Source: an optimization exercise on an open RTL-to-GDS flow (aim: small area, a short achievable clock period and few clock cycles per item). Production flows keep margins and buffers that such runs may drop. Where RTL was checked, it was by simulation tests only, not by an equivalence proof against the original.

Setup of rev 12:
// hilo_muldiv_ctrl
module hilo_muldiv_ctrl (
  input  logic        clk,
  input  logic        rst,
  input  logic        op_valid,
  input  logic [2:0]  op,
  input  logic [31:0] rs_data,
  input  logic [31:0] rt_data,
  input  logic        rd_req,
  input  logic        flush,
  output logic        op_ready,
  output logic        busy,
  output logic        stall,
  output logic        done,
  output logic [63:0] hilo_out
);
Size in the first run: about 3,000 cells after synthesis, ~190 flip-flops, ~0.024 mm2 of cells after synthesis.
Settings: LEC_CHECK=0, CAP_MARGIN=20, CORE_MARGIN=2, CORE_UTILIZATION=40, SLEW_MARGIN=20; clock period 11.0 ns.
standard.sh (not shown) runs the stock make flow with config.mk's settings and CLKGATE_MAP_FILE= SYNTH_SCRIPT=/design/flow/synth_recipe.tcl, a recipe that flattens the netlist after the stock synthesis.
==> flow/flow/run.sh <==
#!/bin/bash
# The standard layout (the standard.sh: ORFS synthesis through finish, unchanged), with
# the ports buffered by buf_2 cells and timing repair aimed 5.6 ns below the clock period, at the worst endpoints only.
set -euo pipefail
bash standard.sh SETUP_SLACK_MARGIN=5.6 TNS_END_PERCENT=10 "BUFFER_PORTS_ARGS=-buffer_cell sky130_fd_sc_hd__buf_2" finish > flow_make.log 2>&1
Here is what was changed in the inputs of rev 13 compared with rev 12.
diff --git a/flow/design.v b/flow/design.v
--- a/flow/design.v
+++ b/flow/design.v
@@ -13,35 +13,28 @@
   output logic        done,
   output logic [63:0] hilo_out
 );
   logic [63:0] r_hilo;
   logic        r_busy, r_mul, r_prep, r_div, r_fix, r_done;
   logic [32:0] r_x;       
   logic [31:0] r_q;       
   logic [33:0] r_acc;     
   logic [1:0]  r_cnt;     
-  logic        r_short;   
   logic [4:0]  r_dcnt;    
   logic        r_last, r_sgn, r_qneg, r_rneg, r_u;
   logic [3:0]  r_one, r_two, r_neg;   
   logic w_acc, w_is_mul, w_is_div, w_sgn_in, w_na_in_n, w_nb_in_n;
   assign w_acc     = ~r_busy & op_valid & ~flush;
   assign w_is_mul  = (op == 3'd1) | (op == 3'd2);
   assign w_is_div  = (op == 3'd3) | (op == 3'd4);
   assign w_sgn_in  = (op == 3'd1) | (op == 3'd3);
   assign w_na_in_n = (op == 3'd3) & rs_data[31];
   assign w_nb_in_n = (op == 3'd3) & rt_data[31];
-  logic w_fa, w_fb, w_swap;
-  logic [31:0] w_mq;
-  assign w_fa   = w_sgn_in ? ((&rs_data[31:15]) | ~(|rs_data[31:15])) : ~(|rs_data[31:16]);
-  assign w_fb   = w_sgn_in ? ((&rt_data[31:15]) | ~(|rt_data[31:15])) : ~(|rt_data[31:16]);
-  assign w_swap = w_is_mul & ~w_fa & w_fb;
-  assign w_mq   = w_swap ? rt_data : rs_data;
   function automatic logic [11:0] benc(input logic [8:0] b);   
     logic [3:0] one, two, neg;
     for (int m = 0; m < 4; m++) begin
       one[m] = b[2*m+1] ^ b[2*m];
       two[m] = (b[2*m+2] & ~b[2*m+1] & ~b[2*m]) | (~b[2*m+2] & b[2*m+1] & b[2*m]);
       neg[m] = b[2*m+2] & ~(b[2*m+1] & b[2*m]);
     end
     benc = {neg, two, one};
   endfunction
@@ -422,38 +415,35 @@
         end
       end else if (w_acc) begin
         r_busy <= w_is_mul | w_is_div;
         r_mul  <= w_is_mul;
         r_prep <= w_is_div;
       end
       if (~flush) begin
         if (w_acc & (op == 3'd5)) r_hilo[63:32] <= rs_data;
         if (w_acc & (op == 3'd6)) r_hilo[31:0]  <= rs_data;
-        if (w_mfin) r_hilo <= r_short ? {{14{w_p[41]}}, w_p[41:0], r_q[31:24]}
-                                       : {w_p[39:8], w_p[7:0], r_q[31:8]};
+        if (w_mfin) r_hilo <= {w_p[39:8], w_p[7:0], r_q[31:8]};
         if (w_pfin | r_fix) r_hilo <= {w_p[31:0], r_fix ? w_nb : {32{w_bz}}};
       end
     end
   end
   always_ff @(posedge clk) begin
     if (~r_busy) begin
-      r_x    <= w_swap ? {w_sgn_in & rs_data[31], rs_data}
-                       : {w_is_mul & w_sgn_in & rt_data[31], w_nb};
-      r_q    <= w_mq;
+      r_x    <= {w_is_mul & w_sgn_in & rt_data[31], w_nb};
+      r_q    <= rs_data;
       r_acc  <= {2'b0, {32{w_is_div}} & w_na};
       r_sgn  <= w_sgn_in;
       r_rneg <= w_na_in_n;
       r_qneg <= w_na_in_n ^ w_nb_in_n;
-      r_cnt  <= (w_fa | w_fb) ? 2'd1 : 2'd3;
-      r_short <= w_fa | w_fb;
+      r_cnt  <= 2'd3;
       r_last <= 1'b0;
       r_u    <= 1'b0;
-      {r_neg, r_two, r_one} <= {12{w_is_mul}} & benc({w_mq[7:0], 1'b0});
+      {r_neg, r_two, r_one} <= {12{w_is_mul}} & benc({rs_data[7:0], 1'b0});
     end else if (r_mul) begin
       r_q    <= {w_p[7:0], r_q[31:8]};
       r_acc  <= w_p[41:8];
       r_cnt  <= r_cnt - 2'd1;
       r_last <= (r_cnt == 2'd1);
       r_u    <= (r_cnt == 2'd1) & ~r_sgn & r_q[15];
       {r_neg, r_two, r_one} <= benc(r_q[15:7]);
     end else if (r_prep) begin
       r_x    <= {1'b0, r_x[31:0] << w_sh};
Per the comparison of rev 13 with rev 12, post-layout instance area lower, longest individual stage delay on the worst path now sits lower, non-clock buffer contribution to total cell area fell 1.1 points, maximum fanout along the worst path shows an increase of 19, worst hold slack across all endpoints rose 0.0068 ns. | smallest setup slack after layout | higher: rev 13 |. Looking at destination of the critical timing path, the r_x[19] result is from rev 13; the r_hilo[46] one comes from rev 12. Changes observed in rev 13 relative to rev 12: total of plain and repair buffers excluding clock buffers down 17%, global routing met1 resource utilization down 4.3 points, via count down 3,385, cell area reported after detailed placement down 0.0020 mm2. The run with more routed wire is rev 12, not rev 13. On number of standard cells in the final layout excluding fillers, the lower figure sits with rev 13, not rev 12.
Testbench counts of rev 13, summed over its fixed seeds: cycles 15,693, ops 3,200.
The RTL of rev 12 was laid out without a check of its function.

==> what the ideal ports hide <==
No port has a modelled driver above. Below, the same layouts with a new extraction and two added sets of constraints. Step 1 assumes that a clkbuf_16 drives the clock port and a buf_2 every other input. Step 2 also shifts input and output timing later by t, the mid clock arrival at the registers, as if the neighbouring blocks saw the same clock. Slacks: no drivers / after step 1 / after step 2; pairs: no drivers / after step 1.
| run | t, ns | setup slack, ns | cell pins on the clock port's net |
|---|---|---|---|
| rev 12 | 0.539 | 5.329 / 5.329 / 4.859 | 1 |
| rev 13 | 0.508 | 5.612 / 5.612 / 5.511 | 1 |
After both steps setup and hold are still met in every run listed. For rev 12, which loses most, drivers alone change the setup slack by 0.000 ns; drivers and shift together by -0.470 ns.
